Background: an optimization exercise with open tools, aiming at small area, a short achievable clock period and few clock cycles per item. Do not read the settings as production practice. Only simulation tests tie the RTL to the original design; equivalence was not proved. The clock port is modelled as an ideal driver; clocking choices that lean on that would not hold on a real chip. No activity file was given, so power comes from the tool's default toggle rates.

`design.v`:
```
`timescale 1ns / 1ps
`default_nettype none
package lrud_pkg;
    localparam int WAYS     = 8;
    localparam int TAG_BITS = 32;
    localparam int TAG_W    = (TAG_BITS < 32) ? TAG_BITS : 32;
    localparam int WAY_W    = $clog2(WAYS);
    localparam int AGE_W    = $clog2(WAYS);
    localparam int CNT_W    = $clog2(WAYS + 1);
    localparam int KIND_W   = 2;
    localparam int BLOCK_W  = 32;
    localparam int OWAY_W   = 3;
    localparam int TOTAL_W  = 16;
    localparam int ADDR_W   = 3;
    localparam int DATA_W   = 32;
    localparam int CAP_W    = 4;
    localparam logic [0:0]       REG_WAYS_IN_USE = 1'b0;
    localparam logic [CAP_W-1:0] CAP_RESET       = 4'd8;
    typedef enum logic [KIND_W-1:0] {
        KIND_LOOKUP = 2'd0,
        KIND_INSERT = 2'd1,
        KIND_MARK   = 2'd2
    } t_kind;
    typedef struct packed {
        logic [KIND_W-1:0]  kind;
        logic [BLOCK_W-1:0] block_number;
        logic               insert_dirty;
    } t_req;
    typedef struct packed {
        logic               hit;
        logic [OWAY_W-1:0]  way;
        logic               evicted;
        logic [BLOCK_W-1:0] evicted_block;
        logic               evicted_dirty;
        logic [TOTAL_W-1:0] hit_total;
        logic [TOTAL_W-1:0] miss_total;
    } t_res;
endpackage
`default_nettype wire
`timescale 1ns / 1ps
`default_nettype none
module lrud_cfg (
    input  wire logic                        i_clk,
    input  wire logic                        i_rst_n,
    input  wire logic                        psel,
    input  wire logic                        penable,
    input  wire logic                        pwrite,
    input  wire logic [lrud_pkg::ADDR_W-1:0] paddr,
    input  wire logic [lrud_pkg::DATA_W-1:0] pwdata,
    output logic      [lrud_pkg::DATA_W-1:0] prdata,
    output logic                             pready,
    output logic      [lrud_pkg::CAP_W-1:0]  o_ways_in_use,
    output logic      [lrud_pkg::WAY_W-1:0]  o_last_way
);
    logic                       sel_ways_in_use;
    logic [lrud_pkg::CAP_W-1:0] r_cap;
    logic                       wr_en;
    logic [lrud_pkg::CAP_W-1:0] r_rdata;
    logic [lrud_pkg::WAY_W-1:0] r_last_way;
    logic [lrud_pkg::WAY_W-1:0] n_last_way;
    assign sel_ways_in_use = (paddr[lrud_pkg::ADDR_W-1:2] == lrud_pkg::REG_WAYS_IN_USE);
    assign pready          = 1'b1;
    assign wr_en           = psel && penable && pwrite && pready && sel_ways_in_use;
    always_comb begin
        if (pwdata[lrud_pkg::CAP_W-1:0] == '0) begin
            n_last_way = '0;
        end else if (pwdata[lrud_pkg::CAP_W-1:0] >= lrud_pkg::CAP_W'(lrud_pkg::WAYS)) begin
            n_last_way = lrud_pkg::WAY_W'(lrud_pkg::WAYS - 1);
        end else begin
            n_last_way = pwdata[lrud_pkg::WAY_W-1:0] - lrud_pkg::WAY_W'(1);
        end
    end
    always_ff @(posedge i_clk) begin
        if (!i_rst_n) begin
            r_cap      <= lrud_pkg::CAP_RESET;
            r_last_way <= lrud_pkg::WAY_W'(lrud_pkg::WAYS - 1);
        end else if (wr_en) begin
            r_cap      <= pwdata[lrud_pkg::CAP_W-1:0];
            r_last_way <= n_last_way;
        end
    end
    always_ff @(posedge i_clk) begin
        r_rdata <= sel_ways_in_use ? r_cap : '0;
    end
    assign prdata = lrud_pkg::DATA_W'(r_rdata);
    assign o_ways_in_use = r_cap;
    assign o_last_way    = r_last_way;
endmodule
`default_nettype wire
`timescale 1ns / 1ps
`default_nettype none
module lrud_dir (
    input  wire logic                          i_clk,
    input  wire logic                          i_rst_n,
    input  wire logic                          i_req_valid,
    input  wire lrud_pkg::t_req                i_req,
    input  wire logic [lrud_pkg::WAY_W-1:0]    i_last_way,
    output logic                               o_hit,
    output logic      [lrud_pkg::OWAY_W-1:0]   o_way,
    output logic                               o_evicted,
    output logic      [lrud_pkg::BLOCK_W-1:0]  o_evicted_block,
    output logic                               o_evicted_dirty,
    output logic                               o_inc_hit,
    output logic                               o_inc_miss
);
    localparam int WAYS  = lrud_pkg::WAYS;
    localparam int TAG_W = lrud_pkg::TAG_W;
    logic [WAYS-1:0]        r_valid;
    logic [WAYS-1:0]        r_dirty;
    logic [WAYS-1:0]        r_newer [WAYS];
    logic [TAG_W-1:0]       r_tag   [WAYS];
    logic                   k_lookup, k_insert, k_mark;
    logic [WAYS-1:0]        hit_oh;
    logic                   hit_any;
    logic [WAYS-1:0]        older;       
    logic [WAYS-1:0]        vic_oh;
    logic [WAYS-1:0]        free_oh;
    logic                   full;
    logic [WAYS-1:0]        slot_oh;
    logic                   ins_miss;
    logic [WAYS-1:0]        touch;
    logic [WAYS-1:0]        dirty_we;
    logic [WAYS-1:0]        tag_we;
    logic                   ev_out;
    logic [TAG_W-1:0]       vic_tag;
    logic                   vic_dirty;
    assign k_lookup = (i_req.kind == lrud_pkg::KIND_LOOKUP);
    assign k_insert = (i_req.kind == lrud_pkg::KIND_INSERT);
    assign k_mark   = (i_req.kind == lrud_pkg::KIND_MARK);
    always_comb begin
        for (int i = 0; i < WAYS; i++) begin
            hit_oh[i] = r_valid[i] && (r_tag[i] == i_req.block_number[TAG_W-1:0]);
        end
    end
    assign hit_any = |hit_oh;
    always_comb begin
        for (int i = 0; i < WAYS; i++) begin
            older[i] = 1'b1;
            for (int j = 0; j < WAYS; j++) begin
                if (j < i) begin
                    older[i] = older[i] && (!r_valid[j] || r_newer[j][i]);
                end else if (j > i) begin
                    older[i] = older[i] && (!r_valid[j] || !r_newer[i][j]);
                end
            end
        end
        vic_oh = r_valid & older;
    end
    always_comb begin
        for (int i = 0; i < WAYS; i++) begin
            free_oh[i] = !r_valid[i] && ((i == 0) || r_valid[(i == 0) ? 0 : i - 1]);
        end
    end
    assign full    = r_valid[i_last_way];
    assign slot_oh = full ? vic_oh : free_oh;
    assign ins_miss = k_insert && !hit_any;
    assign touch    = !i_req_valid ? '0 :
                      (k_insert && !hit_any) ? slot_oh :
                      ((k_insert || k_lookup) ? hit_oh : '0);
    assign dirty_we = !i_req_valid ? '0 :
                      k_insert ? (hit_any ? hit_oh : slot_oh) :
                      (k_mark ? hit_oh : '0);
    assign tag_we   = (i_req_valid && ins_miss) ? slot_oh : '0;
    always_ff @(posedge i_clk) begin
        if (!i_rst_n) begin
            r_valid <= '0;
        end else if (i_req_valid && ins_miss) begin
            r_valid <= r_valid | slot_oh;
        end
    end
    always_ff @(posedge i_clk) begin
        for (int i = 0; i < WAYS; i++) begin
            if (dirty_we[i]) begin
                r_dirty[i] <= k_mark || i_req.insert_dirty;
            end
            for (int j = i + 1; j < WAYS; j++) begin
                if (touch[i]) begin
                    r_newer[i][j] <= 1'b1;
                end else if (touch[j]) begin
                    r_newer[i][j] <= 1'b0;
                end
            end
            if (tag_we[i]) begin
                r_tag[i] <= i_req.block_number[TAG_W-1:0];
            end
        end
    end
    always_comb begin
        vic_tag   = '0;
        vic_dirty = 1'b0;
        for (int i = 0; i < WAYS; i++) begin
            if (vic_oh[i]) begin
                vic_tag   = vic_tag | r_tag[i];
                vic_dirty = vic_dirty | r_dirty[i];
            end
        end
    end
    assign ev_out = ins_miss && full;
    always_comb begin
        o_hit           = hit_any && (k_lookup || k_insert || k_mark);
        o_way           = '0;
        o_evicted       = ev_out;
        o_evicted_block = ev_out ? vic_tag : '0;
        o_evicted_dirty = ev_out && vic_dirty;
        for (int i = 0; i < WAYS; i++) begin
            if ((((k_lookup || k_mark) && hit_oh[i]) || (ins_miss && slot_oh[i]))) begin
                o_way = o_way | lrud_pkg::OWAY_W'(i);
            end
        end
    end
    assign o_inc_hit  = k_lookup && hit_any;
    assign o_inc_miss = k_lookup && !hit_any;
endmodule
`default_nettype wire
`timescale 1ns / 1ps
`default_nettype none
module lru_block_cache_directory (
    input  wire logic                          i_clk,
    input  wire logic                          i_rst_n,
    input  wire logic                          i_in_valid,
    output logic                               o_in_stall,
    input  wire logic [lrud_pkg::KIND_W-1:0]   i_kind,
    input  wire logic [lrud_pkg::BLOCK_W-1:0]  i_block_number,
    input  wire logic                          i_insert_dirty,
    output logic                               o_out_valid,
    input  wire logic                          i_out_stall,
    output logic                               o_hit,
    output logic      [lrud_pkg::OWAY_W-1:0]   o_way,
    output logic                               o_evicted,
    output logic      [lrud_pkg::BLOCK_W-1:0]  o_evicted_block,
    output logic                               o_evicted_dirty,
    output logic      [lrud_pkg::TOTAL_W-1:0]  o_hit_total,
    output logic      [lrud_pkg::TOTAL_W-1:0]  o_miss_total,
    input  wire logic                          psel,
    input  wire logic                          penable,
    input  wire logic                          pwrite,
    input  wire logic [lrud_pkg::ADDR_W-1:0]   paddr,
    input  wire logic [lrud_pkg::DATA_W-1:0]   pwdata,
    output logic      [lrud_pkg::DATA_W-1:0]   prdata,
    output logic                               pready
);
    logic                         r0_valid;
    lrud_pkg::t_req               r0_req, in_req;
    logic                         o0_valid, o1_valid;
    logic                         r_in_stall;
    logic                         proc;
    logic                         r0_free;
    logic                         in_acc;
    logic                         o0_load;
    logic                         n_r0_valid, n_o0_valid, n_o1_valid;
    logic [lrud_pkg::WAY_W-1:0]   last_way;
    typedef struct packed {
        logic                         hit;
        logic [lrud_pkg::OWAY_W-1:0]  way;
        logic                         evicted;
        logic [lrud_pkg::BLOCK_W-1:0] evicted_block;
        logic                         evicted_dirty;
        logic                         inc_hit;
        logic                         inc_miss;
    } t_beat;
    t_beat                        d_res, o0, o1, o0_in;
    logic [lrud_pkg::TOTAL_W-1:0] r_hit_total, r_miss_total;
    assign in_req.kind         = i_kind;
    assign in_req.block_number = i_block_number;
    assign in_req.insert_dirty = i_insert_dirty;
    assign proc       = r0_valid && !o1_valid;
    assign r0_free    = !r0_valid || !o1_valid;
    assign in_acc     = i_in_valid && !r_in_stall;
    assign o0_load    = !o0_valid || !i_out_stall;
    assign o_in_stall = r_in_stall;
    always_comb begin
        n_r0_valid = r0_free ? in_acc : r0_valid;
        n_o0_valid = o0_load ? (o1_valid || proc) : o0_valid;
        n_o1_valid = o0_load ? 1'b0 : (o1_valid || proc);
    end
    always_ff @(posedge i_clk) begin
        if (!i_rst_n) begin
            r0_valid   <= 1'b0;
            o0_valid   <= 1'b0;
            o1_valid   <= 1'b0;
            r_in_stall <= 1'b0;
        end else begin
            r0_valid   <= n_r0_valid;
            o0_valid   <= n_o0_valid;
            o1_valid   <= n_o1_valid;
            r_in_stall <= n_r0_valid && n_o1_valid;
        end
    end
    always_comb begin
        o0_in = o1_valid ? o1 : d_res;
        if (!(o1_valid || proc)) begin
            o0_in.inc_hit  = 1'b0;
            o0_in.inc_miss = 1'b0;
        end
    end
    always_ff @(posedge i_clk) begin
        if (r0_free) begin
            r0_req <= in_req;
        end
        if (!o1_valid) begin
            o1 <= d_res;
        end
        if (o0_load) begin
            o0 <= o0_in;
        end
    end
    logic                         hit_en, miss_en;
    logic [lrud_pkg::TOTAL_W-1:0] n_hit_total, n_miss_total;
    assign hit_en  = (o0_load && o0_in.inc_hit) || !i_rst_n;
    assign miss_en = (o0_load && o0_in.inc_miss) || !i_rst_n;
    always_comb begin
        n_hit_total  = r_hit_total;
        n_miss_total = r_miss_total;
        if (r_hit_total != '1) begin
            n_hit_total = r_hit_total + lrud_pkg::TOTAL_W'(1);
        end
        if (r_miss_total != '1) begin
            n_miss_total = r_miss_total + lrud_pkg::TOTAL_W'(1);
        end
        n_hit_total  = n_hit_total & {lrud_pkg::TOTAL_W{i_rst_n}};
        n_miss_total = n_miss_total & {lrud_pkg::TOTAL_W{i_rst_n}};
    end
    always_ff @(posedge i_clk) begin
        if (hit_en) begin
            r_hit_total <= n_hit_total;
        end
        if (miss_en) begin
            r_miss_total <= n_miss_total;
        end
    end
    lrud_cfg u_cfg (
        .i_clk         (i_clk),
        .i_rst_n       (i_rst_n),
        .psel          (psel),
        .penable       (penable),
        .pwrite        (pwrite),
        .paddr         (paddr),
        .pwdata        (pwdata),
        .prdata        (prdata),
        .pready        (pready),
        .o_ways_in_use (),
        .o_last_way    (last_way)
    );
    lrud_dir u_dir (
        .i_clk           (i_clk),
        .i_rst_n         (i_rst_n),
        .i_req_valid     (proc),
        .i_req           (r0_req),
        .i_last_way      (last_way),
        .o_hit           (d_res.hit),
        .o_way           (d_res.way),
        .o_evicted       (d_res.evicted),
        .o_evicted_block (d_res.evicted_block),
        .o_evicted_dirty (d_res.evicted_dirty),
        .o_inc_hit       (d_res.inc_hit),
        .o_inc_miss      (d_res.inc_miss)
    );
    assign o_out_valid     = o0_valid;
    assign o_hit           = o0.hit;
    assign o_way           = o0.way;
    assign o_evicted       = o0.evicted;
    assign o_evicted_block = o0.evicted_block;
    assign o_evicted_dirty = o0.evicted_dirty;
    assign o_hit_total     = r_hit_total;
    assign o_miss_total    = r_miss_total;
endmodule
`default_nettype wire
```
`flow/run.sh`:
```
#!/bin/bash
# Layout flow: the standard ORFS flow (standard.sh) with
#  - port buffers of buf_2 instead of the default choice, a slow delay buffer;
set -euo pipefail
bash standard.sh \
    "BUFFER_PORTS_ARGS=-buffer_cell sky130_fd_sc_hd__buf_2" \
    SETUP_SLACK_MARGIN=9.5 \
    finish > flow_make.log 2>&1
```
`standard.sh`:
```
#!/bin/bash
# synth_recipe.tcl (not shown) runs the flow's synth.tcl, then flattens the netlist and writes it again
# the make line also repeats each setting of config.mk as NAME=value (left out here)
make -C /OpenROAD-flow-scripts/flow DESIGN_CONFIG=/design/flow/config.mk WORK_HOME=/design/flow/orfs CLKGATE_MAP_FILE= SYNTH_SCRIPT=/design/flow/synth_recipe.tcl "${@:-finish}"
```
`config.mk`:
```
export PLATFORM = sky130hd
export DESIGN_NAME = lru_block_cache_directory
export DESIGN_NICKNAME = lru_block_cache_directory
export VERILOG_FILES = /design/flow/design.v
export SDC_FILE = /design/flow/constraint.sdc
export NUM_CORES = 4
export LEC_CHECK = 0
export CAP_MARGIN = 20
export CORE_MARGIN = 2
export CORE_UTILIZATION = 60
export CTS_CLUSTER_DIAMETER = 100
export CTS_CLUSTER_SIZE = 30
export SLEW_MARGIN = 20
export TNS_END_PERCENT = 5
```
`constraint.sdc`:
```
create_clock -name core_clock -period 13.0 [get_ports {i_clk}]
set_input_delay 2.6000 -clock core_clock [delete_from_list [all_inputs] [get_ports {i_clk}]]
set_output_delay 2.6000 -clock core_clock [all_outputs]
set_load 0.01 [all_outputs]
```
==> results of run 1 <==
-- power breakdown --
group,total (mW),switching [mW],internal (mW),leakage (nW)
clock,0.731,0.445,0.286,0.261
combinational,0.209,0.121,0.0879,3.83
sequential,1.63,0.0211,1.61,4.26
total,2.57,0.588,1.99,8.35
-- layer usage --
layer / part of all wire [%] / wire length [um]
met3: 11 / 6550
met1: 42 / 24800
met5: 0.022 / 13
met2: 45 / 26700
met4: 2.7 / 1640
-- stage by stage --
stage          utilization [%]  std cells  area, um2
6_report                  69.2       2201      23200
5_1_grt                   69.2       2200      23200
4_1_cts                   68.0       2158      22800
3_5_place_dp              63.6       2026      21300
3_3_place_gp              63.5       2024      21300
2_1_floorplan                -       1547      20500
-- layout make-up --
cell class                 instances  area [um2]  area share [%]
antenna                            1        2.50          0.0108
clock buffer                      32         524            2.26
clock inverter                     1        30.0           0.129
inverter                          25        98.8           0.426
multi-input combinational        948        7090            30.6
sequential                       460       12900            55.6
tap                              448         561            2.42
timing repair buffer             286        1990            8.57
-- final timing paths --
path	start	slack, ns	end
worst min-delay path	o1[39]	0.47	o1[39]
worst max register to register	r0_req[11]	9.40	o0[29]
worst max-delay path	r_miss_total[2]	9.20	o_miss_total[2]
worst min register to register	o1[39]	0.47	o1[39]
-- Yosys cell counts (all sizes together), types with 9 or more instances --
cell type  number
xnor2         169
inv            21
nand4          53
nor2b          15
nor3           27
mux2i           9
clkbuf         40
a21oi          26
a22oi          74
o21ai          16
xor2          104
a21o           20
a22o           74
a221oi         34
nand2          39
nand3          60
o22ai           9
buf            74
edfxtp        369
nor2           61
o21a            9
dfxtp          91
or4             9
nor4           29
-- timing repair --
item	CTS	global route
setup endpoints to repair	552	467
resized for setup	17	8
pin swaps	4	4
buffers inserted	99	41
cloned	0	0
-- cells by family (layout without fill, tap and decap cells) --
group           count (synthesis)  in the layout
compound gates                304            304
flops                         460            460
mux                            13             13
xor+xnor                      273            273
other cells                     2             30
fa+ha+maj                       3              3
simple gates                  326            326
buf+inv                       139            344
-- sequential cells by signal, summed over array words and instances, names as in the netlist --
name and cells:
o1 40, u_cfg.r_last_way 3, o0 38, o0_valid 1, r0_req 35, r_hit_total 16, u_cfg.r_rdata 4, o1_valid 1
u_dir.r_newer 28, u_dir.r_valid 8, u_cfg.r_cap 4, r0_valid 1, u_dir.r_dirty 8, u_dir.r_tag 256, r_miss_total 16, r_in_stall 1
==> key figures, run 1 <==
STA
  • Tightest Pin Transition: 0.954 ns
  • # setup viols final: 0
  • Clock Skews: 0.0277 ns
  • Final Cycle Share: 29.2%
  • RSZ-0062 raised after global routing: yes
  • Setup slack after layout: 9.20 ns
  • Rel. slew slack: 36.2%
  • Slew Limit Fails: 0
  • Final hold vios: 0
  • Min Tclk post-route: 3.80 ns
  • Setup TNS: 0 ns
  • Hold slack: 0.468 ns
  • Max Clk Rate: 0.263 GHz

Floorplan
  • I/O pin cnt: 182
  • # rows: 67
  • Die ar.: 0.0355 mm2
  • Starting Density: 60.8%
  • Core ar.: 0.0335 mm2
  • Die height: 188 um
  • DIE WIDTH: 188 um

Critical path
  • CP arrival: 1.20 ns
  • Reg2reg path depth: 10
  • Req. time, crit path: 10.40 ns
  • CP max-delay cell: edfxtp_1
  • Sum of buffers and inverters on the critical path: 1
  • Crit-path cells: buf_2
  • CP top delay family: flip-flops
  • WS Path Type: register to output pin
  • Stages on worst setup path: 1
  • Startpoint types: register
  • CP peak stage delay: 0.48 ns
  • CP Max Fanout: 5
  • CP Capture Type: output pin

Global routing
  • Met2 GRT Util: 51.0%
  • Largest net degree at the start of global routing: 50
  • Grt met1 use: 48.9%
  • Grt ovf: 0
  • Global-route wire length before repair: 85600 um
  • Gr usage total: 33.0%
  • Initial antenna violation count: 1
  • Met3 Use GR: 5.62%
  • Gr busiest metal: met2
  • Number of global-route vias before repair: 13.2k

Placed design
  • DPL Wire Length: 37900 um
  • GP Congestion: 0.942
  • Port Buffer Count: 122
  • Worst slack at placement: 8.57 ns

Status
  • Status: finished clean

Synth
  • Synth top area cells: edfxtp_1 54%, dfxtp_1 8.9%, xnor2_1 7.3%, xor2_1 4.5%, a22o_1 3.2%
  • Largest family of logic cells by synthesized area: XOR/XNOR gates
  • Top cell type's share of synthesized area: 54.3%
  • Sequential fraction of the synthesis area: 63.3%
  • EDFF count, synth: 369
  • Post-Syn Instances: 1520
  • Fraction of registers with async set/reset: 0%
  • Synth Area in Compound Gates: 11.7%
  • Mapped cell area: 0.0204 mm2
  • Post-synthesis adder-cell area fraction: 0.184%
  • Yosys reg bits: 460
  • Synth Area in Simple Gates: 8.64%
  • Synth unique cells: 66
  • Avg Cell Area, Syn: 13.4 um2
  • Mux contribution to synthesized area: 0.791%
  • Main synth FF type: edfxtp_1
  • XOR/XNOR Fraction of Synth Area: 11.7%
  • Leading area contributor after synthesis: edfxtp_1
  • Synth warn: 5

Power and ir drop
  • Leak: 8.35 nW
  • VDD IR max: 0.114 mV
  • PwrDens: 111 mW/mm2
  • Pwr Total: 2.57 mW

Layout
  • Commonest non-fill, non-tap cell in the layout: edfxtp_1
  • Layout cells sized above 1: 20.7%
  • Area delta synth->final: 13.7%
  • Fill cell count: 2452
  • Number of nets in the layout: 1820
  • Commonest non-fill, non-tap cells in the layout: 369 x edfxtp_1, 164 x xnor2_1, 151 x buf_4

CTS
  • CTS H-tree lvls: 1
  • Worst-path clk slew: 0.11 ns
  • TritonCTS Sinks: 460
  • CTS tree: done
  • CTS Hold Bufs: 0
  • Clk buf depth: 3
  • Clk root buf: clkbuf_16
  • Num CTS Buffers: 19
  • Clock Latency Late Sink: 0.55 ns

Drt
  • Initial DRC Count: 2008
  • DR pass1 iterations: 5
  • Via Count: 14.1k
  • Routed Antenna Nets: 0
  • Drt drc: 0
  • Routed WL: 59700 um
  • Vias per cell: 6.42
  • Wire length per cell: 27.1 um

Worst hold path
  • Worst hold path class: register to register
  • Hold Path Stages: 1

Run
  • Max-cap viol count: 0
Testbench counts, summed over its fixed seeds: cycles 16,016, items 16,000.
==> run 2: changes to the inputs <==
--- a/config.mk
+++ b/config.mk
@@ -9,6 +9,6 @@
 export CORE_MARGIN = 2
 export CORE_UTILIZATION = 60
-export CTS_CLUSTER_DIAMETER = 100
-export CTS_CLUSTER_SIZE = 30
+export CTS_CLUSTER_DIAMETER = 80
+export CTS_CLUSTER_SIZE = 20
 export SLEW_MARGIN = 20
 export TNS_END_PERCENT = 5
==> run 2 against run 1 <==
Sequential share of layout area about the same. Via count is 1.2% lower. Hold slack worse by 0.0048 ns. Routed wire length decreased by 0.34%. Register-to-register slack lost 0.04 ns. Critical path depth stayed put. Die area did not move. Sequential power about the same. Largest cell class unchanged. Highest routed layer unchanged.
==> key figures, run 2 <==
Status
  • Status: finished clean (unchanged)

Synth
  • Cell types with the highest counts after synthesis: 369 x edfxtp_1, 169 x xnor2_1, 104 x xor2_1 (unchanged)
  • Synth warn: 5 (unchanged)
  • EDFF count, synth: 369 (unchanged)
  • Synth top area cells: edfxtp_1 54%, dfxtp_1 8.9%, xnor2_1 7.3%, xor2_1 4.5%, a22o_1 3.2% (unchanged)
  • Fraction of registers with async set/reset: 0% (unchanged)
  • Top cell type's share of synthesized area: 54.3% (unchanged)
  • Avg Cell Area, Syn: 13.4 um2 (unchanged)
  • Mapped cell area: 0.0204 mm2 (unchanged)
  • Post-Syn Instances: 1520 (unchanged)
  • Leading area contributor after synthesis: edfxtp_1 (unchanged)
  • Main synth FF type: edfxtp_1 (unchanged)
  • Most common cell in the netlist: edfxtp_1 (unchanged)
  • Sequential fraction of the synthesis area: 63.3% (unchanged)
  • Synth unique cells: 66 (unchanged)
  • Yosys reg bits: 460 (unchanged)

Run
  • Max-cap viol count: 0 (unchanged)

STA
  • Clock Skews: 0.0155 ns (was 0.0277 ns)
  • Max Clk Rate: 0.262 GHz (was 0.263 GHz)
  • Rel. slew slack: 35.0% (was 36.2%)
  • RSZ-0062 raised after global routing: yes (unchanged)
  • Final hold vios: 0 (unchanged)
  • Slew Limit Fails: 0 (unchanged)
  • Min Tclk post-route: 3.81 ns (was 3.80 ns)
  • # setup viols final: 0 (unchanged)
  • Setup TNS: 0 ns (unchanged)
  • Setup slack after layout: 9.19 ns (was 9.20 ns)
  • Final Cycle Share: 29.3% (was 29.2%)
  • Tightest Pin Transition: 0.971 ns (was 0.954 ns)

CTS
  • CTS tree: done (unchanged)
  • Worst-path clk slew: 0.08 ns (was 0.11 ns)
  • Clk buf depth: 3 (unchanged)
  • CTS Hold Bufs: 0 (unchanged)
  • Clock Latency Late Sink: 0.57 ns (was 0.55 ns)
  • Clk root buf: clkbuf_16 (unchanged)
  • CTS H-tree lvls: 1 (unchanged)
  • Num CTS Buffers: 27 (was 19)
  • TritonCTS Sinks: 460 (unchanged)

Critical path
  • WS Path Type: register to output pin (unchanged)
  • CP peak stage delay: 0.47 ns (was 0.48 ns)
  • Crit-path cells: buf_2 (unchanged)
  • Startpoint types: register (unchanged)
  • CP top delay family: flip-flops (unchanged)
  • Req. time, crit path: 10.40 ns (about the same)
  • CP Max Fanout: 5 (unchanged)
  • CP max-delay cell: edfxtp_1 (unchanged)
  • CP Capture Type: output pin (unchanged)
  • CP arrival: 1.21 ns (was 1.20 ns)
  • Sum of buffers and inverters on the critical path: 1 (unchanged)

Drt
  • Routed WL: 59500 um (was 59700 um)
  • Drt drc: 0 (unchanged)
  • Routed Antenna Nets: 0 (unchanged)
  • Wire length per cell: 27.2 um (was 27.1 um)
  • DR pass1 iterations: 5 (unchanged)
  • Via Count: 14.0k (was 14.1k)
  • Initial DRC Count: 1831 (was 2008)
  • Vias per cell: 6.39 (was 6.42)

Power and ir drop
  • Pint: 2.11 mW (was 1.99 mW)
  • PwrDens: 117 mW/mm2 (was 111 mW/mm2)
  • Share of power burned in registers: 60.1% (was 63.5%)
  • Sw frac: 22.5% (was 22.8%)
  • Sw Pwr: 0.612 mW (was 0.588 mW)
  • Leak: 8.30 nW (was 8.35 nW)
  • Logic pwr share: 7.4% (was 8.1%)
  • VDD IR max: 0.133 mV (was 0.114 mV)
  • Clock Power Share: 32.6% (was 28.4%)

Layout
  • Commonest non-fill, non-tap cell in the layout: edfxtp_1 (unchanged)
  • Area delta synth->final: 13.6% (was 13.7%)
  • Number of nets in the layout: 1796 (was 1820)
  • Largest regs: u_dir.r_tag: 256 flops, o1: 40 flops, o0: 38 flops (unchanged)
  • Commonest non-fill, non-tap cells in the layout: 369 x edfxtp_1, 166 x xnor2_1, 123 x buf_2 (was 369 x edfxtp_1, 164 x xnor2_1, 151 x buf_4)
  • Layout cells sized above 1: 19.6% (was 20.7%)
  • Most flop-heavy register: u_dir.r_tag (unchanged)
  • Flip-flop count of the largest register after layout: 256 (unchanged)

Placed design
  • Port Buffer Count: 122 (unchanged)
  • GP Congestion: 0.942 (unchanged)
  • Worst slack at placement: 8.57 ns (unchanged)
  • DPL Wire Length: 37900 um (unchanged)

Floorplan
  • I/O pin cnt: 182 (unchanged)
  • Die height: 188 um (unchanged)
  • DIE WIDTH: 188 um (unchanged)
  • Die ar.: 0.0355 mm2 (unchanged)
  • # rows: 67 (unchanged)
  • Core ar.: 0.0335 mm2 (unchanged)
  • Starting Density: 60.8% (unchanged)

Global routing
  • Gr usage total: 33.2% (was 33.0%)
  • Largest net degree at the start of global routing: 50 (unchanged)
  • Initial antenna violation count: 2 (was 1)
  • Global-route wire length before repair: 86100 um (was 85600 um)
  • Number of global-route vias before repair: 13.3k (was 13.2k)
  • Grt ovf: 0 (unchanged)

Worst hold path
  • Worst hold path class: register to register (unchanged)
==> run 2: cell counts after synthesis <==
No cell type changed its count.
==> run 2: metrics by stage <==
step | power, mW | std cells | hold WS (ns) | area [um2] | util [%]
floorplan | 1.77 | 1547 | 0.423 | 20500 | -
global placement | 1.83 | 2024 | 0.430 | 21300 | 63.5
detailed placement | 1.83 | 2026 | 0.444 | 21300 | 63.6
CTS | 2.72 | 2175 | 0.466 | 23100 | 68.8
global route | 2.79 | 2184 | 0.480 | 23200 | 69.1
finish | 2.72 | 2185 | 0.463 | 23200 | 69.1
==> run 2: path summary, 6_finish.rpt <==
| path | start | to | slack [ns] | cells after the start |
|---|---|---|---|---|
| max | r_miss_total[9] | o_miss_total[9] | 9.19 | 1 |
| min | o1[39] | o1[39] | 0.46 | 1 |
| max reg2reg | r0_req[14] | o0[14] | 9.36 | 10 |
| min reg2reg | o1[39] | o1[39] | 0.46 | 1 |
==> run 2: timing repair <==
action                     CTS  global route
pin swaps                    4             0
gates resized for setup     13             6
setup endpoints to repair  550           491
buffers inserted           100             8
==> run 2: final cells by class <==
type	instances	area (um2)
well taps	448	561
inverters	25	101
flip-flops and latches	460	12900
repair buffers	254	1740
fillers	2461	10400
multi-input cells	948	7070
clock inverters	3	16.3
clock buffers	46	788
diodes	1	2.50
==> run 2: cell families after synthesis <==
| group | after synthesis | share of synthesized area (%) |
|---|---|---|
| buffers and inverters | 139 | 3.70 |
| other | 2 | 0.0368 |
| adders and majority gates | 3 | 0.184 |
| AOI/OAI and AO/OA | 304 | 11.7 |
| muxes | 13 | 0.791 |
| and+or+nand+nor | 326 | 8.64 |
| xor gates and xnor gates | 273 | 11.7 |
| DFF | 460 | 63.3 |
==> run 2: routing by layer <==
layer | global-route usage (%) | part of all wire [%] | up-vias
li1 | - | - | 6110
met1 | 48.8 | 42 | 6954
met2 | 50.8 | 44 | 795
met3 | 6.84 | 11 | 102
met4 | 8.56 | 2.7 | 2
met5 | 0 | 0.030 | -
==> run 2: power groups by stage <==
stage	registers (mW)	clock network, mW	logic (mW)
final	1.63	0.886	0.200
after global routing	1.64	0.941	0.211
after CTS	1.63	0.891	0.191
after detailed placement	1.69	0	0.137
after global placement	1.69	0	0.135
after floorplan	1.67	0	0.101
==> run 3: changes to the inputs <==
--- a/flow/run.sh
+++ b/flow/run.sh
@@ -3,6 +3,8 @@
 #  - port buffers of buf_2 instead of the default choice, a slow delay buffer;
 set -euo pipefail
+export FLOW_CLOCK_PORT=i_clk
 bash standard.sh \
     "BUFFER_PORTS_ARGS=-buffer_cell sky130_fd_sc_hd__buf_2" \
     SETUP_SLACK_MARGIN=9.5 \
+    "PRE_CTS_TCL=$PWD/flow/cts_hook.tcl" \
     finish > flow_make.log 2>&1
==> flow/cts_hook.tcl (new file) <==
set ::my_clock_port [expr {[info exists ::env(FLOW_CLOCK_PORT)] ? $::env(FLOW_CLOCK_PORT) : "i_clk"}]
rename clock_tree_synthesis my_orig_clock_tree_synthesis
proc clock_tree_synthesis {args} {
  my_orig_clock_tree_synthesis {*}$args
  set block [ord::get_db_block]
  set port_net [$block findNet $::my_clock_port]
  set loads {}
  foreach it [$port_net getITerms] { lappend loads $it }
  if {[llength $loads] != 1} {
    puts "cts_hook: clock port drives [llength $loads] pins, tree left as built"
    return
  }
  set root [[lindex $loads 0] getInst]
  set root_out [[$root findITerm X] getNet]
  set below {}
  foreach it [$root_out getITerms] {
    if {[$it getInst] ne $root} { lappend below $it }
  }
  if {[llength $below] > 4 || [llength [$root_out getBTerms]] > 0} {
    puts "cts_hook: root buffer drives [llength $below] pins, tree left as built"
    return
  }
  set root_name [$root getName]
  set root_out_name [$root_out getName]
  foreach it $below {
    set inst_name [[$it getInst] getName]
    set pin_name [[$it getMTerm] getName]
    disconnect_pin $root_out_name $inst_name/$pin_name
    connect_pin $::my_clock_port $inst_name/$pin_name
  }
  disconnect_pin $::my_clock_port $root_name/A
  delete_instance $root_name
  delete_net $root_out_name
  puts "cts_hook: removed root buffer $root_name; clock port now drives [llength $below] buffers"
}
--- a/config.mk
+++ b/config.mk
@@ -12,3 +12,3 @@
 export CTS_CLUSTER_SIZE = 20
 export SLEW_MARGIN = 20
-export TNS_END_PERCENT = 5
+export TNS_END_PERCENT = 1
==> run 3 against run 2 <==
Still clean on timing, DRC and antenna. Area after synthesis is the same. Clock skew grew 0.015 ns. Sequential power is essentially flat. Largest cell class unchanged.
==> key figures, run 3 <==
Layout
  • Fill cell count: 2437 (was 2461)
  • Layout cells sized above 1: 18.6% (was 19.6%)
  • N_diodes: 0 (was 1)
  • Flip-flop count of the largest register after layout: 256 (unchanged)
  • Area of the multi-input gates: 0.00704 mm2 (was 0.00707 mm2)
  • Core Util, Final: 68.9% (was 69.1%)
  • Largest regs: u_dir.r_tag: 256 flops, o1: 40 flops, o0: 38 flops (unchanged)
  • Commonest non-fill, non-tap cells in the layout: 369 x edfxtp_1, 167 x xnor2_1, 122 x buf_2 (was 369 x edfxtp_1, 166 x xnor2_1, 123 x buf_2)
  • Number of nets in the layout: 1778 (was 1796)
  • Area delta synth->final: 13.3% (was 13.6%)
  • FF+latch area: 0.0129 mm2 (unchanged)
  • Commonest non-fill, non-tap cell in the layout: edfxtp_1 (unchanged)
  • Design Area, Final: 0.0231 mm2 (was 0.0232 mm2)
  • Most flop-heavy register: u_dir.r_tag (unchanged)

Drt
  • Wire length per cell: 26.6 um (was 27.2 um)
  • DR pass1 iterations: 7 (was 5)
  • Routed WL: 57500 um (was 59500 um)
  • Initial DRC Count: 1512 (was 1831)
  • Via Count: 13.7k (was 14.0k)
  • Drt drc: 0 (unchanged)
  • Vias per cell: 6.34 (was 6.39)
  • Routed Antenna Nets: 0 (unchanged)

Synth
  • Post-synthesis adder-cell area fraction: 0.184% (unchanged)
  • Mux contribution to synthesized area: 0.791% (unchanged)
  • Yosys reg bits: 460 (unchanged)
  • Most common cell in the netlist: edfxtp_1 (unchanged)
  • Post-Syn Instances: 1520 (unchanged)
  • Avg Cell Area, Syn: 13.4 um2 (unchanged)
  • EDFF count, synth: 369 (unchanged)
  • Synth unique cells: 66 (unchanged)
  • Mapped cell area: 0.0204 mm2 (unchanged)
  • Sequential fraction of the synthesis area: 63.3% (unchanged)
  • Synth top area cells: edfxtp_1 54%, dfxtp_1 8.9%, xnor2_1 7.3%, xor2_1 4.5%, a22o_1 3.2% (unchanged)
  • XOR/XNOR Fraction of Synth Area: 11.7% (unchanged)
  • Largest family of logic cells by synthesized area: XOR/XNOR gates (unchanged)
  • Cell types with the highest counts after synthesis: 369 x edfxtp_1, 169 x xnor2_1, 104 x xor2_1 (unchanged)
  • Synth Area in Compound Gates: 11.7% (unchanged)
  • Synth Area in Simple Gates: 8.64% (unchanged)
  • Synth warn: 5 (unchanged)
  • Top cell type's share of synthesized area: 54.3% (unchanged)
  • Leading area contributor after synthesis: edfxtp_1 (unchanged)
  • Fraction of registers with async set/reset: 0% (unchanged)
  • Main synth FF type: edfxtp_1 (unchanged)

Critical path
  • CP max-delay cell: edfxtp_1 (unchanged)
  • WS Path Type: register to register (was register to output pin)
  • CP top delay family: simple AND/OR/NAND/NOR gates (was flip-flops)
  • CP Max Fanout: 33 (was 5)
  • Sum of buffers and inverters on the critical path: 2 (was 1)
  • Req. time, crit path: 13.18 ns (was 10.40 ns)
  • CP Capture Type: register (was output pin)
  • CP arrival: 4.01 ns (was 1.21 ns)
  • Startpoint types: register (unchanged)
  • CP dominant cell by count: buf_4
  • CP peak stage delay: 0.52 ns (was 0.47 ns)
  • Stages on worst setup path: 10 (was 1)
  • Reg2reg path depth: 10 (unchanged)
  • Crit-path cells: buf_4 > xor2_1 > or4_1 > nor4_1 > nand3_1 > nand4_4 > or2_1 > nor4_4 > buf_4 > a22o_1 (was buf_2)

CTS
  • TritonCTS Sinks: 460 (unchanged)
  • CTS tree: done (unchanged)
  • Clock Latency Late Sink: 0.46 ns (was 0.57 ns)
  • Worst-path clk slew: 0.08 ns (about the same)
  • Num CTS Buffers: 27 (unchanged)

Floorplan
  • Starting Density: 60.8% (unchanged)
  • I/O pin cnt: 182 (unchanged)
  • Core ar.: 0.0335 mm2 (unchanged)
  • Die ar.: 0.0355 mm2 (unchanged)
  • # rows: 67 (unchanged)
  • DIE WIDTH: 188 um (unchanged)
  • Die height: 188 um (unchanged)

STA
  • Max Clk Rate: 0.262 GHz (about the same)
  • Clock Skews: 0.0303 ns (was 0.0155 ns)
  • # setup viols final: 0 (unchanged)
  • Final Cycle Share: 29.4% (was 29.3%)
  • Final hold vios: 0 (unchanged)
  • Min Tclk post-route: 3.82 ns (was 3.81 ns)
  • RSZ-0062 raised after global routing: yes (unchanged)
  • Setup slack after layout: 9.18 ns (was 9.19 ns)
  • Tightest Pin Transition: 1.27 ns (was 0.971 ns)
  • Setup TNS: 0 ns (unchanged)
  • Slew Limit Fails: 0 (unchanged)
  • Hold slack: 0.462 ns (was 0.463 ns)
  • Rel. slew slack: 14.3% (was 35.0%)

Global routing
  • Global-route wire length before repair: 83900 um (was 86100 um)
  • Grt ovf: 0 (unchanged)
  • Initial antenna violation count: 2 (unchanged)
  • Largest net degree at the start of global routing: 50 (unchanged)
  • Number of global-route vias before repair: 12.9k (was 13.3k)
  • Gr usage total: 32.3% (was 33.2%)

Power and ir drop
  • PwrDens: 116 mW/mm2 (was 117 mW/mm2)
  • Leak: 8.24 nW (was 8.30 nW)
  • VDD IR max: 0.138 mV (was 0.133 mV)

Placed design
  • Worst slack at placement: 8.19 ns (was 8.57 ns)
  • GP Congestion: 0.939 (was 0.942)
  • Cell Area, Placed: 0.0213 mm2 (about the same)
  • DPL Wire Length: 37400 um (was 37900 um)
  • Port Buffer Count: 122 (unchanged)

Status
  • Status: finished clean (unchanged)

Run
  • Max-cap viol count: 0 (unchanged)

Worst hold path
  • Worst hold path class: register to register (unchanged)
  • Hold Path Stages: 1 (unchanged)
[run 3: cell counts after synthesis]
Identical to the previous run, type by type.
[run 3: layout make-up]
type	instances	share of cell area [%]
repair buffers	237	7.47
multi-input cells	948	30.5
flip-flops and latches	460	55.8
clock inverters	3	0.130
clock buffers	46	3.25
well taps	448	2.42
inverters	25	0.433
[run 3: path summary, 6_finish.rpt]
check / startpoint / to / slack (ns)
hold reg to reg: o1[35] / o1[35] / 0.46
setup / recovery: r0_req[31] / o0[29] / 9.18
hold / removal: o1[35] / o1[35] / 0.46
setup reg to reg: r0_req[31] / o0[29] / 9.18
[run 3: layer usage]
metal  GRT usage (%)  wire (um)
met2            48.5      25400
met3            7.02       6110
met4            10.5       2190
met1            47.1      23800
met5               0         23
[run 3: logic make-up (layout without fill, tap and decap cells)]
group	count (synthesis)	after routing
AOI/OAI and AO/OA	304	304
DFF	460	460
xor gates and xnor gates	273	273
buffers and inverters	139	311
and+or+nand+nor	326	326
muxes	13	13
other	2	29
adders and majority gates	3	3
[run 3: where the power goes]
| part | total [mW] | internal (mW) | switching, mW |
|---|---|---|---|
| Combinational | 0.196 | 0.0813 | 0.114 |
| Clock | 0.861 | 0.396 | 0.465 |
| Sequential | 1.64 | 1.61 | 0.0229 |
[run 3: stage by stage]
stage | cells | power [mW]
2_1_floorplan | 1547 | 1.77
5_1_grt | 2167 | 2.76
6_report | 2167 | 2.69
3_3_place_gp | 2022 | 1.82
4_1_cts | 2162 | 2.70
3_5_place_dp | 2022 | 1.83
[run 3: timing repair]
| item | 4_1_cts | 5_1_grt |
|---|---|---|
| gates resized for setup | 8 | 7 |
| buffers inserted | 91 | 4 |
| hold buffers | 0 | 0 |
| pin swaps | 2 | 2 |
| setup endpoints to repair | 556 | 499 |
==> run 4: changes to the inputs <==
--- a/flow/run.sh
+++ b/flow/run.sh
@@ -6,5 +6,5 @@
 bash standard.sh \
     "BUFFER_PORTS_ARGS=-buffer_cell sky130_fd_sc_hd__buf_2" \
-    SETUP_SLACK_MARGIN=9.5 \
+    SETUP_SLACK_MARGIN=9.3 \
     "PRE_CTS_TCL=$PWD/flow/cts_hook.tcl" \
     finish > flow_make.log 2>&1
--- a/config.mk
+++ b/config.mk
@@ -12,3 +12,3 @@
 export CTS_CLUSTER_SIZE = 20
 export SLEW_MARGIN = 20
-export TNS_END_PERCENT = 1
+export TNS_END_PERCENT = 5
==> run 4 against run 3 <==
Clock power is 2.6% higher. Worst setup slack improved by 0.038 ns. Power up 0.96%. Combinational power is essentially flat. Critical path depth decreased by 1. Utilization increased by 0.31 points. Area after synthesis unchanged. Via count rose by 1.4%.
==> key figures, run 4 <==
Layout
  • Largest regs: u_dir.r_tag: 256 flops, o1: 40 flops, o0: 38 flops (unchanged)
  • Most flop-heavy register: u_dir.r_tag (unchanged)
  • Number of nets in the layout: 1798 (was 1778)
  • Commonest non-fill, non-tap cell in the layout: edfxtp_1 (unchanged)
  • Area delta synth->final: 13.8% (was 13.3%)
  • Area of the multi-input gates: 0.00705 mm2 (was 0.00704 mm2)
  • Commonest non-fill, non-tap cells in the layout: 369 x edfxtp_1, 165 x xnor2_1, 122 x buf_2 (was 369 x edfxtp_1, 167 x xnor2_1, 122 x buf_2)
  • FF+latch area: 0.0129 mm2 (unchanged)
  • Layout cells sized above 1: 19.6% (was 18.6%)
  • Fill cell count: 2456 (was 2437)
  • Flip-flop count of the largest register after layout: 256 (unchanged)

Critical path
  • CP Max Fanout: 30 (was 33)
  • Reg2Reg Setup Slack: 9.21 ns (was 9.18 ns)
  • Startpoint types: register (unchanged)
  • CP Capture Type: register (unchanged)
  • Req. time, crit path: 13.09 ns (was 13.18 ns)
  • Worst r2r src: r0_req[27] (was r0_req[31])
  • Reg2reg path depth: 9 (was 10)
  • WS Path Type: register to register (unchanged)
  • Critical R2R Capture: u_dir.r_tag[2][13] (was o0[29])
  • CP arrival: 3.88 ns (was 4.01 ns)

Synth
  • Top cell type's share of synthesized area: 54.3% (unchanged)
  • Main synth FF type: edfxtp_1 (unchanged)
  • Post-Syn Instances: 1520 (unchanged)
  • Synth warn: 5 (unchanged)
  • Fraction of registers with async set/reset: 0% (unchanged)
  • Mapped cell area: 0.0204 mm2 (unchanged)
  • Cell types with the highest counts after synthesis: 369 x edfxtp_1, 169 x xnor2_1, 104 x xor2_1 (unchanged)
  • EDFF count, synth: 369 (unchanged)
  • Sequential fraction of the synthesis area: 63.3% (unchanged)
  • Leading area contributor after synthesis: edfxtp_1 (unchanged)
  • Synth top area cells: edfxtp_1 54%, dfxtp_1 8.9%, xnor2_1 7.3%, xor2_1 4.5%, a22o_1 3.2% (unchanged)
  • Most common cell in the netlist: edfxtp_1 (unchanged)
  • Avg Cell Area, Syn: 13.4 um2 (unchanged)
  • Synth unique cells: 66 (unchanged)
  • Yosys reg bits: 460 (unchanged)

Placed design
  • DPL Wire Length: 38900 um (was 37400 um)
  • GP Congestion: 0.933 (was 0.939)
  • Port Buffer Count: 122 (unchanged)

STA
  • Final Cycle Share: 29.1% (was 29.4%)
  • Min Tclk post-route: 3.79 ns (was 3.82 ns)
  • Slew Limit Fails: 0 (unchanged)
  • Setup TNS: 0 ns (unchanged)
  • Rel. slew slack: 32.1% (was 14.3%)
  • Max Clk Rate: 0.264 GHz (was 0.262 GHz)
  • RSZ-0062 raised after global routing: yes (unchanged)
  • Final hold vios: 0 (unchanged)
  • # setup viols final: 0 (unchanged)
  • Tightest Pin Transition: 1.01 ns (was 1.27 ns)
  • Clock Skews: 0.0294 ns (was 0.0303 ns)

CTS
  • Clock Latency Late Sink: 0.46 ns (about the same)
  • CTS tree: done (unchanged)
  • Num CTS Buffers: 28 (was 27)
  • CTS Hold Bufs: 0 (unchanged)
  • Worst-path clk slew: 0.07 ns (was 0.08 ns)
  • TritonCTS Sinks: 460 (unchanged)

Worst hold path
  • Hold Path Stages: 1 (unchanged)
  • Worst hold path class: register to register (unchanged)
  • Hold_sp: o1[35] (unchanged)
  • Worst hold path endpoint: o1[35] (unchanged)

Drt
  • Via Count: 13.9k (was 13.7k)
  • Routed met2 length: 28000 um (was 25400 um)
  • DR pass1 iterations: 5 (was 7)
  • Routed Antenna Nets: 0 (unchanged)
  • Wire length per cell: 27.2 um (was 26.6 um)
  • Initial DRC Count: 1704 (was 1512)
  • Met3 WL: 5460 um (was 6110 um)
  • Drt drc: 0 (unchanged)
  • Vias per cell: 6.37 (was 6.34)
  • Top Layer Used: met4 (was met5)
  • WL met1: 23700 um (was 23800 um)
  • Routed WL: 59500 um (was 57500 um)

Run
  • Max-cap viol count: 0 (unchanged)

Power and ir drop
  • PwrDens: 117 mW/mm2 (was 116 mW/mm2)
  • Leak: 8.33 nW (was 8.24 nW)
  • Pwr Total: 2.72 mW (was 2.69 mW)
  • VDD IR max: 0.117 mV (was 0.138 mV)

Floorplan
  • # rows: 67 (unchanged)
  • Die height: 188 um (unchanged)
  • I/O pin cnt: 182 (unchanged)
  • DIE WIDTH: 188 um (unchanged)
  • Starting Density: 60.8% (unchanged)
  • Core ar.: 0.0335 mm2 (unchanged)
  • Die ar.: 0.0355 mm2 (unchanged)

Global routing
  • Gr usage total: 33.0% (was 32.3%)
  • Largest net degree at the start of global routing: 50 (unchanged)
  • Global-route wire length before repair: 85500 um (was 83900 um)
  • Initial antenna violation count: 1 (was 2)
  • Grt ovf: 0 (unchanged)
  • Number of global-route vias before repair: 13.0k (was 12.9k)

Status
  • Status: finished clean (unchanged)
run 4: changes by cell type in the layout (fill, tap and decap cells not counted), moves of 2 or more:
cell      previous run  this run
xnor2_2              2         4
xor2_1             103       101
xor2_2               1         3
xnor2_1            167       165
buf_4               94       118
o21ai_1              1         3
clkinv_2             1         3
buf_12              20        14
run 4: worst max path at each step:
stage,from,end,cells past startpoint
after floorplan,i_out_stall,o0[10],2
after global placement,i_rst_n,r_miss_total[12],4
after detailed placement,i_rst_n,r_miss_total[12],4
after CTS,r0_req[8],u_dir.r_tag[7][31],8
after global routing,r0_req[26],u_dir.r_tag[2][9],8
final,r0_req[27],u_dir.r_tag[2][13],9
run 4: area by class of cell:
cell class / instances / area share [%]
Multi-Input combinational cell: 948 / 30.4
Clock inverter: 7 / 0.302
Inverter: 25 / 0.410
Tap cell: 448 / 2.41
Timing Repair Buffer: 256 / 7.75
Sequential cell: 460 / 55.6
Antenna cell: 1 / 0.0108
Clock buffer: 44 / 3.18
run 4: through the flow:
step / util [%] / hold slack, ns / cell area [um2] / setup WS (ns) / cells
final: 69.2 / 0.468 / 23200 / 9.21 / 2189
after global routing: 69.2 / 0.485 / 23200 / 9.16 / 2188
after CTS: 68.5 / 0.471 / 23000 / 8.90 / 2163
after detailed placement: 63.4 / 0.450 / 21300 / 8.41 / 2024
after global placement: 63.4 / 0.432 / 21300 / 8.43 / 2024
after floorplan: - / 0.423 / 20500 / 9.04 / 1547
run 4: worst max-delay path, cell delays in order, from the launching register on:
cell and delay [ns]:
edfxtp_1 0.37, buf_4 0.18, xor2_1 0.36, nor4_1 0.15, nand4_1 0.21, or4_1 0.33, nand4_4 0.31, or4_4 0.72
nor2_4 0.21, buf_4 0.53
run 4: logic make-up after synthesis:
logic type               after synthesis  share of synthesized area [%]
XOR/XNOR                             273                           11.7
AND/OR/NAND/NOR                      326                           8.64
adder cells (fa/ha/maj)                3                          0.184
multiplexers                          13                          0.791
buffers and inverters                139                           3.70
other                                  2                         0.0368
AO/OA/AOI/OAI                        304                           11.7
flip-flops                           460                           63.3
run 4: repair_timing:
item                                    in CTS  in global routing
cloned                                       0                  0
gates resized for setup                     13                  5
endpoints found under the setup margin     436                360
pin swaps                                    4                  3
buffers inserted                            88                 24
run 4: power breakdown:
group          switching [mW]  internal (mW)
registers              0.0243           1.61
logic                   0.116         0.0823
clock network           0.484          0.399
total                   0.624           2.09
run 4: routing by layer:
metal  vias up  GRT usage (%)
met3       115           5.20
li1       6112              -
met1      6952           46.0
met5         -              0
met2       767           53.1
met4         0           11.9
==> run 5: changes to the inputs <==
--- a/flow/run.sh
+++ b/flow/run.sh
@@ -6,5 +6,5 @@
 bash standard.sh \
     "BUFFER_PORTS_ARGS=-buffer_cell sky130_fd_sc_hd__buf_2" \
-    SETUP_SLACK_MARGIN=9.3 \
+    SETUP_SLACK_MARGIN=9.5 \
     "PRE_CTS_TCL=$PWD/flow/cts_hook.tcl" \
     finish > flow_make.log 2>&1
==> run 5 against run 4 <==
Non-clock buffer count is 4 lower. Critical path type is now register to output pin. Sequential cell count stayed put. Fmax is 2.2% higher. Still clean. Highest routed layer is now met5.
==> key figures, run 5 <==
Synth
  • EDFF count, synth: 369 (unchanged)
  • Most common cell in the netlist: edfxtp_1 (unchanged)
  • Mapped cell area: 0.0204 mm2 (unchanged)
  • Avg Cell Area, Syn: 13.4 um2 (unchanged)
  • Fraction of registers with async set/reset: 0% (unchanged)
  • Synth warn: 5 (unchanged)
  • Sequential fraction of the synthesis area: 63.3% (unchanged)
  • Main synth FF type: edfxtp_1 (unchanged)
  • Post-Syn Instances: 1520 (unchanged)
  • Synth top area cells: edfxtp_1 54%, dfxtp_1 8.9%, xnor2_1 7.3%, xor2_1 4.5%, a22o_1 3.2% (unchanged)
  • Leading area contributor after synthesis: edfxtp_1 (unchanged)
  • Synth unique cells: 66 (unchanged)
  • Cell types with the highest counts after synthesis: 369 x edfxtp_1, 169 x xnor2_1, 104 x xor2_1 (unchanged)
  • Yosys reg bits: 460 (unchanged)
  • Top cell type's share of synthesized area: 54.3% (unchanged)

Drt
  • Initial DRC Count: 1852 (was 1704)
  • Vias per cell: 6.41 (was 6.37)
  • Routed WL: 59200 um (was 59500 um)
  • Drt drc: 0 (unchanged)
  • Via Count: 14.0k (was 13.9k)
  • Wire length per cell: 27.2 um (about the same)
  • Routed Antenna Nets: 0 (unchanged)
  • DR pass1 iterations: 6 (was 5)

STA
  • Max Clk Rate: 0.270 GHz (was 0.264 GHz)
  • Tightest Pin Transition: 0.952 ns (was 1.01 ns)
  • Final Cycle Share: 28.5% (was 29.1%)
  • # setup viols final: 0 (unchanged)
  • Final hold vios: 0 (unchanged)
  • Slew Limit Fails: 0 (unchanged)
  • Clock Skews: 0.0191 ns (was 0.0294 ns)
  • Min Tclk post-route: 3.70 ns (was 3.79 ns)
  • RSZ-0062 raised after global routing: yes (unchanged)
  • Rel. slew slack: 36.3% (was 32.1%)
  • Setup TNS: 0 ns (unchanged)
  • Hold slack: 0.460 ns (was 0.468 ns)

CTS
  • CTS tree: done (unchanged)
  • Clock Latency Late Sink: 0.44 ns (was 0.46 ns)
  • TritonCTS Sinks: 460 (unchanged)
  • CTS Hold Bufs: 0 (unchanged)
  • Worst-path clk slew: 0.08 ns (was 0.07 ns)
  • Num CTS Buffers: 27 (was 28)

Power and ir drop
  • VDD IR max: 0.131 mV (was 0.117 mV)
  • PwrDens: 116 mW/mm2 (was 117 mW/mm2)
  • Leak: 8.29 nW (was 8.33 nW)

Layout
  • Fill cell count: 2477 (was 2456)
  • Area delta synth->final: 13.6% (was 13.8%)
  • Layout cells sized above 1: 19.5% (was 19.6%)
  • Largest regs: u_dir.r_tag: 256 flops, o1: 40 flops, o0: 38 flops (unchanged)
  • Flip-flop count of the largest register after layout: 256 (unchanged)
  • Area of the multi-input gates: 0.00709 mm2 (was 0.00705 mm2)
  • N_diodes: 0 (was 1)
  • Number of nets in the layout: 1793 (was 1798)
  • Commonest non-fill, non-tap cells in the layout: 369 x edfxtp_1, 166 x xnor2_1, 123 x buf_2 (was 369 x edfxtp_1, 165 x xnor2_1, 122 x buf_2)
  • Commonest non-fill, non-tap cell in the layout: edfxtp_1 (unchanged)
  • Most flop-heavy register: u_dir.r_tag (unchanged)
  • FF+latch area: 0.0129 mm2 (unchanged)

Critical path
  • Reg2reg path depth: 10 (was 9)
  • Sum of buffers and inverters on the critical path: 1 (was 2)
  • Reg2Reg Setup Slack: 9.37 ns (was 9.21 ns)
  • CP Max Fanout: 5 (was 30)
  • Crit-path cells: buf_2 (was buf_4 > xor2_1 > nor4_1 > nand4_1 > or4_1 > nand4_4 > or4_4 > nor2_4 > buf_4)
  • CP arrival: 1.10 ns (was 3.88 ns)
  • Req. time, crit path: 10.40 ns (was 13.09 ns)
  • Startpoint types: register (unchanged)
  • Worst r2r src: r0_req[19] (was r0_req[27])
  • WS Path Type: register to output pin (was register to register)
  • CP max-delay cell: edfxtp_1 (was or4_4)
  • CP top delay family: flip-flops (was simple AND/OR/NAND/NOR gates)
  • Critical R2R Capture: o0[30] (was u_dir.r_tag[2][13])
  • CP peak stage delay: 0.48 ns (was 0.72 ns)
  • CP Capture Type: output pin (was register)

Global routing
  • Number of global-route vias before repair: 13.2k (was 13.0k)
  • Initial antenna violation count: 1 (unchanged)
  • Global-route wire length before repair: 85700 um (was 85500 um)
  • Gr usage total: 33.0% (about the same)
  • Grt ovf: 0 (unchanged)
  • Largest net degree at the start of global routing: 50 (unchanged)

Placed design
  • DPL Wire Length: 37900 um (was 38900 um)
  • GP Congestion: 0.942 (was 0.933)
  • Port Buffer Count: 122 (unchanged)

Worst hold path
  • Worst hold path endpoint: o1[39] (was o1[35])
  • Hold_sp: o1[39] (was o1[35])
  • Hold Path Stages: 1 (unchanged)
  • Worst hold path class: register to register (unchanged)

Floorplan
  • I/O pin cnt: 182 (unchanged)
  • Starting Density: 60.8% (unchanged)
  • # rows: 67 (unchanged)
  • Die ar.: 0.0355 mm2 (unchanged)
  • DIE WIDTH: 188 um (unchanged)
  • Core ar.: 0.0335 mm2 (unchanged)
  • Die height: 188 um (unchanged)

Run
  • Max-cap viol count: 0 (unchanged)

Status
  • Status: finished clean (unchanged)
## run 5: cell counts after synthesis
Identical to the previous run, type by type.
## run 5: how the worst max path moves through the flow
stage	from	end	depth (start not counted)
after floorplan	r0_req[32]	u_dir.r_tag[1][0]	10
after global placement	i_rst_n	r_miss_total[12]	4
after detailed placement	i_rst_n	r_miss_total[12]	5
after CTS	i_out_stall	o0[31]	3
after global routing	r_miss_total[2]	o_miss_total[2]	1
final	r_hit_total[0]	o_hit_total[0]	1
## run 5: report_power, final
part,total [mW],switching [mW],internal [mW]
logic,0.198,0.117,0.0814
clock network,0.865,0.464,0.401
registers,1.64,0.0230,1.61
## run 5: layer usage
metal  vias up  global-route usage, %  routed length (um)
li1       6108                      -                   -
met2       844                   50.4               26300
met1      6922                   49.2               24400
met5         -                      0                  18
met4         2                   7.99                1620
met3       105                   6.48                6850
## run 5: metrics by stage
step / total power, mW / cells / cell area, um2 / setup WS (ns) / utilization [%]
after floorplan: 1.77 / 1547 / 20500 / 9.19 / -
after global placement: 1.83 / 2024 / 21300 / 8.14 / 63.5
after detailed placement: 1.83 / 2026 / 21300 / 8.57 / 63.6
after CTS: 2.69 / 2164 / 23000 / 9.13 / 68.5
after global routing: 2.77 / 2181 / 23200 / 9.28 / 69.1
final: 2.70 / 2181 / 23200 / 9.30 / 69.1
## run 5: kinds of logic after synthesis
logic type / count (synthesis) / synth area share [%]
DFF: 460 / 63.3
and+or+nand+nor: 326 / 8.64
AOI/OAI and AO/OA: 304 / 11.7
xor gates and xnor gates: 273 / 11.7
buffers and inverters: 139 / 3.70
muxes: 13 / 0.791
adders and majority gates: 3 / 0.184
other: 2 / 0.0368
## run 5: cell type report
class / count / area share, %
clock buffers: 45 / 3.29
flip-flops and latches: 460 / 55.7
repair buffers: 252 / 7.54
well taps: 448 / 2.42
inverters: 25 / 0.432
multi-input cells: 948 / 30.6
clock inverters: 3 / 0.0702
## run 5: timing repair
item / in CTS / in global routing
setup endpoints to repair: 554 / 472
buffers inserted: 90 / 16
pin swaps: 4 / 0
gates resized for setup: 14 / 14
hold endpoints to repair: 0 / 0
==> run 6: changes to the inputs <==
--- a/config.mk
+++ b/config.mk
@@ -8,7 +8,8 @@
 export CAP_MARGIN = 20
 export CORE_MARGIN = 2
-export CORE_UTILIZATION = 60
+export CORE_UTILIZATION = 75
 export CTS_CLUSTER_DIAMETER = 80
 export CTS_CLUSTER_SIZE = 20
+export PLACE_DENSITY = 0.82
 export SLEW_MARGIN = 20
 export TNS_END_PERCENT = 5
==> run 6 against run 5 <==
Still clean. Sequential power hardly changed. Worst setup slack worse by 0.072 ns. Critical path depth did not move. Global-route usage increased by 13 points. Routed wire length is 12% higher.
==> key figures, run 6 <==
Layout
  • Largest regs: u_dir.r_tag: 256 flops, o1: 40 flops, o0: 38 flops (unchanged)
  • Commonest non-fill, non-tap cell in the layout: edfxtp_1 (unchanged)
  • Area delta synth->final: 14.4% (was 13.6%)
  • Commonest non-fill, non-tap cells in the layout: 369 x edfxtp_1, 164 x xnor2_1, 137 x buf_4 (was 369 x edfxtp_1, 166 x xnor2_1, 123 x buf_2)
  • Design Area, Final: 0.0233 mm2 (was 0.0232 mm2)
  • Fin cells: 2101 (was 2181)
  • Flip-flop count of the largest register after layout: 256 (unchanged)
  • Most flop-heavy register: u_dir.r_tag (unchanged)
  • Layout cells sized above 1: 21.0% (was 19.5%)
  • Fill cell count: 1176 (was 2477)
  • Number of nets in the layout: 1818 (was 1793)

Synth
  • Post-Syn Instances: 1520 (unchanged)
  • Fraction of registers with async set/reset: 0% (unchanged)
  • Top cell type's share of synthesized area: 54.3% (unchanged)
  • Synth unique cells: 66 (unchanged)
  • Leading area contributor after synthesis: edfxtp_1 (unchanged)
  • Yosys reg bits: 460 (unchanged)
  • Main synth FF type: edfxtp_1 (unchanged)
  • Synth top area cells: edfxtp_1 54%, dfxtp_1 8.9%, xnor2_1 7.3%, xor2_1 4.5%, a22o_1 3.2% (unchanged)
  • Synth warn: 5 (unchanged)
  • Mapped cell area: 0.0204 mm2 (unchanged)
  • Cell types with the highest counts after synthesis: 369 x edfxtp_1, 169 x xnor2_1, 104 x xor2_1 (unchanged)
  • Avg Cell Area, Syn: 13.4 um2 (unchanged)
  • Sequential fraction of the synthesis area: 63.3% (unchanged)
  • Most common cell in the netlist: edfxtp_1 (unchanged)
  • EDFF count, synth: 369 (unchanged)

STA
  • Final Cycle Share: 29.0% (was 28.5%)
  • Slew Limit Fails: 0 (unchanged)
  • Tightest Pin Transition: 0.933 ns (was 0.952 ns)
  • Rel. slew slack: 37.6% (was 36.3%)
  • Min Tclk post-route: 3.77 ns (was 3.70 ns)
  • Setup TNS: 0 ns (unchanged)
  • # setup viols final: 0 (unchanged)
  • RSZ-0062 raised after global routing: yes (unchanged)
  • Hold slack: 0.464 ns (was 0.460 ns)
  • Max Clk Rate: 0.265 GHz (was 0.270 GHz)
  • Clock Skews: 0.0192 ns (was 0.0191 ns)
  • Final hold vios: 0 (unchanged)

Global routing
  • Number of global-route vias before repair: 14.7k (was 13.2k)
  • Global-route wire length before repair: 95300 um (was 85700 um)
  • Gr usage total: 45.8% (was 33.0%)
  • Grt ovf: 0 (unchanged)
  • Largest net degree at the start of global routing: 51 (was 50)
  • Initial antenna violation count: 2 (was 1)

CTS
  • TritonCTS Sinks: 460 (unchanged)
  • CTS Hold Bufs: 0 (unchanged)
  • Worst-path clk slew: 0.09 ns (was 0.08 ns)
  • Clock Latency Late Sink: 0.45 ns (was 0.44 ns)
  • Num CTS Buffers: 26 (was 27)
  • CTS tree: done (unchanged)

Drt
  • Via Count: 15.6k (was 14.0k)
  • Vias per cell: 7.43 (was 6.41)
  • Routed Antenna Nets: 0 (unchanged)
  • Wire length per cell: 31.6 um (was 27.2 um)
  • DR pass1 iterations: 6 (unchanged)
  • Routed WL: 66400 um (was 59200 um)
  • Initial DRC Count: 2889 (was 1852)
  • Drt drc: 0 (unchanged)

Critical path
  • CP peak stage delay: 0.53 ns (was 0.48 ns)
  • Crit-path cells: buf_2 (unchanged)
  • Sum of buffers and inverters on the critical path: 1 (unchanged)
  • CP Max Fanout: 5 (unchanged)
  • Reg2Reg Setup Slack: 9.47 ns (was 9.37 ns)
  • WS Path Type: register to output pin (unchanged)
  • Startpoint types: register (unchanged)
  • CP arrival: 1.17 ns (was 1.10 ns)
  • Reg2reg path depth: 13 (was 10)
  • CP Capture Type: output pin (unchanged)
  • CP max-delay cell: edfxtp_1 (unchanged)
  • Req. time, crit path: 10.40 ns (about the same)
  • CP top delay family: flip-flops (unchanged)
  • Stages on worst setup path: 1 (unchanged)

Placed design
  • Cell Area, Placed: 0.0211 mm2 (was 0.0213 mm2)
  • GP Congestion: 1.00 (was 0.942)
  • Port Buffer Count: 122 (unchanged)
  • Placed insts: 1914 (was 2026)
  • DPL Wire Length: 37600 um (was 37900 um)

Power and ir drop
  • Pwr Total: 2.70 mW (about the same)
  • VDD IR max: 0.142 mV (was 0.131 mV)
  • PwrDens: 116 mW/mm2 (about the same)
  • Leak: 8.44 nW (was 8.29 nW)

Floorplan
  • I/O pin cnt: 182 (unchanged)
  • Starting Density: 76.1% (was 60.8%)
  • # rows: 60 (was 67)
  • Die ar.: 0.0285 mm2 (was 0.0355 mm2)
  • Die height: 169 um (was 188 um)
  • DIE WIDTH: 169 um (was 188 um)
  • Core ar.: 0.0268 mm2 (was 0.0335 mm2)

Status
  • Status: finished clean (unchanged)

Worst hold path
  • Hold Path Stages: 1 (unchanged)
  • Worst hold path class: register to register (unchanged)

Run
  • Max-cap viol count: 0 (unchanged)
## run 6: repair_timing
item,4_1_cts,5_1_grt
setup buffers,126,11
cloned,1,0
gates resized for setup,25,17
setup endpoints to repair,554,270
pin swaps,10,10
## run 6: layer usage
metal  GRT usage, %  wire, um  up-vias
met5              0         0        -
met4           21.6      4370        0
met3           12.0     10500      335
met2           71.4     29800     1719
met1           61.0     21800     7387
li1               -         -     6163
## run 6: stage by stage
step / util (%) / setup WS (ns)
5_1_grt: 87.1 / 9.23
4_1_cts: 86.4 / 9.25
2_1_floorplan: - / 9.19
6_report: 87.1 / 9.23
3_3_place_gp: 78.9 / 8.43
3_5_place_dp: 78.9 / 8.35
## run 6: path summary, 6_finish.rpt
kind                endpoint       startpoint
min reg2reg           o1[35]           o1[35]
min                   o1[35]           o1[35]
max          o_miss_total[7]  r_miss_total[7]
max reg2reg           o0[15]       r0_req[19]
## run 6: cell families (layout without fill, tap and decap cells)
kind of cell | after synthesis | in the layout | synth area share [%]
flops | 460 | 460 | 63.3
simple gates | 326 | 326 | 8.64
compound gates | 304 | 304 | 11.7
xor+xnor | 273 | 273 | 11.7
buf+inv | 139 | 350 | 3.70
mux | 13 | 13 | 0.791
fa+ha+maj | 3 | 3 | 0.184
other cells | 2 | 31 | 0.0368
## run 6: layout make-up
type                            count  area, um2  share of cell area, %
Antenna cell                        2       5.00                 0.0214
Clock buffer                       47        729                   3.13
Inverter                           25        100                  0.429
Multi-Input combinational cell    948       7180                   30.8
Sequential cell                   460      12900                   55.3
Tap cell                          341        427                   1.83
Timing Repair Buffer              277       1980                   8.49
Timing Repair inverter              1       7.51                 0.0322
## run 6: power breakdown
| group | switching [mW] | internal, mW |
|---|---|---|
| clock network | 0.471 | 0.379 |
| logic | 0.128 | 0.0844 |
| registers | 0.0269 | 1.61 |
| total | 0.625 | 2.08 |

==> what the ideal ports hide <==
Ports are ideal in the flow. The routed layouts listed here were re-timed in OpenROAD.
Step 1 sets driving cells, clkbuf_16 on the clock port and buf_2 on the other inputs (assumed; they add their load-dependent delay and slew).
Step 2 moves the port delays by t, midway between the first and last clock arrival at a register: inputs arrive t later, outputs are due t later. That takes back most of the time a late clock gives input paths.
Three values: ideal, step 1, step 2; two values: the first two.
run | t (ns) | setup slack, ns | clock arrival spread, ns | slew at the worst register clock pin (ns) | pins driven straight from the clock port
run 1 | 0.594 | 9.201 / 9.142 / 8.866 | 0.028 / 0.028 | 0.12 / 0.12 | 1
run 2 | 0.621 | 9.190 / 9.132 / 9.001 | 0.016 / 0.015 | 0.09 / 0.09 | 1
run 3 | 0.518 | 9.177 / 9.177 / 8.880 | 0.031 / 0.031 | 0.09 / 0.09 | 2
run 4 | 0.518 | 9.215 / 9.193 / 8.948 | 0.030 / 0.029 | 0.09 / 0.09 | 2
run 5 | 0.512 | 9.298 / 9.222 / 9.111 | 0.020 / 0.019 | 0.09 / 0.09 | 2
run 6 | 0.514 | 9.226 / 9.155 / 8.871 | 0.019 / 0.019 | 0.10 / 0.10 | 2
After both steps every run listed still meets setup and hold. The setup slack of run 6, which loses most, moves by -0.071 ns with the drivers and by -0.355 ns with both steps.
